Source: an optimization exercise on an open RTL-to-GDS flow (aim: small area). Production flows keep margins and buffers that such runs may drop. In this exercise RTL edits were held to simulation tests only and were not proved equivalent to the original.

==> module max_pool_argmax_relu, before the edit <==
module max_pool_argmax_relu
(
    input  logic                     aclk,
    input  logic                     aresetn,
    input  logic                     cfg_wen,
    input  logic [mpar_pkg::CFG_ADDR_BITS-1:0] cfg_addr,
    input  logic [mpar_pkg::CFG_DATA_BITS-1:0] cfg_wdata,
    input  logic                     s_valid,
    output logic                     s_ready,
    input  logic signed [mpar_pkg::SAMPLE_BITS-1:0] s_sample,
    output logic                     m_valid,
    input  logic                     m_ready,
    output logic [mpar_pkg::POOLED_BITS-1:0]   m_pooled,
    output logic [mpar_pkg::MASK_BITS-1:0]     m_winner_mask,
    output logic [mpar_pkg::PLANE_BITS-1:0]    m_plane_index,
    output logic                     m_frame_last
);
    localparam int HB = mpar_pkg::HALF_BITS;
    localparam int PB = mpar_pkg::PLANE_BITS;
    localparam int SB = mpar_pkg::SAMPLE_BITS;
    localparam int LB = mpar_pkg::LINE_BITS;
    logic [HB-1:0] half_m1_reg;
    logic [PB-1:0] planes_m1_reg;
    logic          cpar_reg, rpar_reg;
    logic [HB-1:0] cidx_reg, ridx_reg;
    logic          plane_zero_reg, plane_adv_reg;
    logic [PB-1:0] plane;
    logic signed [SB-1:0] left_reg;
    logic                 out_valid_reg;
    logic [mpar_pkg::POOLED_BITS-1:0] out_pooled_reg;
    logic [mpar_pkg::MASK_BITS-1:0]   out_mask_reg;
    logic [PB-1:0]        out_plane_reg;
    logic                 out_last_reg;
    logic          s_acc, restart, pair_end, row_end, plane_end, produce;
    logic          col_last, row_last, plane_last;
    logic [7:0]    w_half;
    logic [HB-1:0] half_m1_new;
    logic [PB-1:0] planes_m1_new;
    logic signed [SB-1:0] pair_max, top_max, all_max;
    logic          pair_a, pair_b, top_a, top_b, top_wins, bot_wins;
    logic [mpar_pkg::ENTRY_BITS-1:0] top_entry, pair_entry;
    assign s_ready = !out_valid_reg || m_ready;
    assign s_acc   = s_valid && s_ready;
    assign restart = cfg_wen && !cfg_addr[1];
    assign col_last   = cidx_reg == half_m1_reg;
    assign row_last   = ridx_reg == half_m1_reg;
    assign plane      = plane_zero_reg ? '0 :
                        !plane_adv_reg ? out_plane_reg :
                        (out_plane_reg == planes_m1_reg) ? '0 : out_plane_reg + 1'b1;
    assign plane_last = plane == planes_m1_reg;
    assign pair_end   = s_acc && cpar_reg;
    assign row_end    = pair_end && col_last;
    assign plane_end  = row_end && rpar_reg && row_last;
    assign produce    = pair_end && rpar_reg && !restart;
    assign w_half      = cfg_wdata[8:1];
    assign half_m1_new = (w_half == 8'd0) ? '0 :
                         w_half[7]        ? '1 : HB'(w_half - 8'd1);
    assign planes_m1_new = (cfg_wdata[6:0] == 7'd0) ? '0 :
                           cfg_wdata[6]             ? '1 : PB'(cfg_wdata[5:0] - 6'd1);
    mpar_window u_pair (
        .a      (left_reg),
        .b      (s_sample),
        .max_ab (pair_max),
        .a_wins (pair_a),
        .b_wins (pair_b)
    );
    assign pair_entry = {pair_b, pair_a, pair_max};
    mpar_line u_line (
        .aclk    (aclk),
        .shift   (s_acc),
        .half_m1 (half_m1_reg),
        .d       (cpar_reg ? pair_entry[2*LB-1:LB] : left_reg[LB-1:0]),
        .q_old   (top_entry[2*LB-1:LB]),
        .q_new   (top_entry[LB-1:0])
    );
    assign top_max = top_entry[SB-1:0];
    assign top_a   = top_entry[SB];
    assign top_b   = top_entry[SB+1];
    mpar_window u_rows (
        .a      (top_max),
        .b      (pair_max),
        .max_ab (all_max),
        .a_wins (top_wins),
        .b_wins (bot_wins)
    );
    always_ff @(posedge aclk) begin
        if (!aresetn) begin
            half_m1_reg   <= mpar_pkg::HALF_M1_RESET;
            planes_m1_reg <= mpar_pkg::PLANES_M1_RESET;
            cpar_reg      <= 1'b0;
            rpar_reg      <= 1'b0;
            cidx_reg      <= '0;
            ridx_reg      <= '0;
            plane_zero_reg <= 1'b1;
            plane_adv_reg <= 1'b0;
            out_valid_reg <= 1'b0;
        end else begin
            if (produce) begin
                out_valid_reg <= 1'b1;
            end else if (m_ready) begin
                out_valid_reg <= 1'b0;
            end
            if (restart) begin
                if (!cfg_addr[0]) half_m1_reg   <= half_m1_new;
                else              planes_m1_reg <= planes_m1_new;
                cpar_reg  <= 1'b0;
                rpar_reg  <= 1'b0;
                cidx_reg  <= '0;
                ridx_reg  <= '0;
                plane_zero_reg <= 1'b1;
                plane_adv_reg  <= 1'b0;
            end else if (s_acc) begin
                cpar_reg <= !cpar_reg;
                if (pair_end) begin
                    cidx_reg <= col_last ? '0 : cidx_reg + 1'b1;
                end
                if (row_end) begin
                    rpar_reg <= !rpar_reg;
                    if (rpar_reg) begin
                        ridx_reg <= row_last ? '0 : ridx_reg + 1'b1;
                    end
                end
                if (produce) begin
                    plane_zero_reg <= 1'b0;
                    plane_adv_reg  <= plane_end;
                end
            end
        end
    end
    always_ff @(posedge aclk) begin
        if (s_acc) begin
            if (!cpar_reg) left_reg <= s_sample;
            else           left_reg[LB-1:0] <= pair_entry[LB-1:0];
        end
        if (produce) begin
            out_pooled_reg <= all_max[SB-1] ? '0 : all_max[mpar_pkg::POOLED_BITS-1:0];
            out_mask_reg   <= {pair_b & bot_wins, pair_a & bot_wins,
                               top_b & top_wins, top_a & top_wins};
            out_plane_reg  <= plane;
            out_last_reg   <= plane_last && row_last && col_last;
        end
    end
    assign m_valid       = out_valid_reg;
    assign m_pooled      = out_pooled_reg;
    assign m_winner_mask = out_mask_reg;
    assign m_plane_index = out_plane_reg;
    assign m_frame_last  = out_last_reg;
endmodule
Settings: LEC_CHECK=0, CAP_MARGIN=20, CORE_MARGIN=2, CORE_UTILIZATION=65, CTS_BUF_LIST=sky130_fd_sc_hd__clkbuf_8, CTS_CLUSTER_DIAMETER=50, CTS_CLUSTER_SIZE=20, SLEW_MARGIN=20; clock period 10.0 ns.
standard.sh (not shown) runs the stock make flow with config.mk's settings and CLKGATE_MAP_FILE= SYNTH_SCRIPT=/design/flow/synth_recipe.tcl, a recipe that flattens the netlist after the stock synthesis.
==> flow/flow/run.sh <==
#!/bin/bash
# Standard ORFS layout, with clock tree and port buffering options passed through.
set -euo pipefail
export CTS_ARGS="-sink_clustering_enable -repair_clock_nets -dont_use_dummy_load -sink_clustering_size 20 -sink_clustering_max_diameter 50 -buf_list sky130_fd_sc_hd__clkbuf_8"
export BUFFER_PORTS_ARGS="-buffer_cell sky130_fd_sc_hd__buf_1"
bash standard.sh finish > standard.log 2>&1
The first run passed the timing, DRC and antenna checks.
Then changed:
--- a/flow/design.v
+++ b/flow/design.v
@@ -124,7 +124,7 @@
     assign row_last   = ridx_reg == half_m1_reg;
     assign plane      = plane_zero_reg ? '0 :
                         !plane_adv_reg ? out_plane_reg :
-                        (out_plane_reg == planes_m1_reg) ? '0 : out_plane_reg + 1'b1;
+                        out_last_reg   ? '0 : out_plane_reg + 1'b1;
     assign plane_last = plane == planes_m1_reg;
     assign pair_end   = s_acc && cpar_reg;
     assign row_end    = pair_end && col_last;
=> Register-to-register slack is better by 0.31 ns; final cell count is higher by 0.38%; cell area barely changes; core utilization barely changes; sequential share of layout area is about the same; wire length is lower by 1.5%.

[separate check: timing with driven ports]
Ports are ideal in the flow. The routed layouts listed here were re-timed in OpenROAD. Step 1, drivers: a clkbuf_16 drives aclk and a buf_2 each remaining input, both assumed. Step 2 also shifts input and output timing later by t, the mid clock arrival at the registers, as if the neighbouring blocks saw the same clock. Three values: ideal, step 1, step 2; two values: the first two.
run | shift t [ns] | slack for setup (ns) | hold WS [ns] | worst setup path at the end | pins driven straight from the clock port
the first run | 0.881 | 3.363 / 3.348 / 2.468 | 0.353 / 0.353 / 0.353 | input to register | 1
the second run | 0.847 | 3.702 / 3.626 / 2.779 | 0.347 / 0.347 / 0.347 | input to register | 1
After both steps setup and hold are still met in every run listed. For the second run, which loses most, drivers alone change the setup slack by -0.076 ns; drivers and shift together by -0.923 ns.
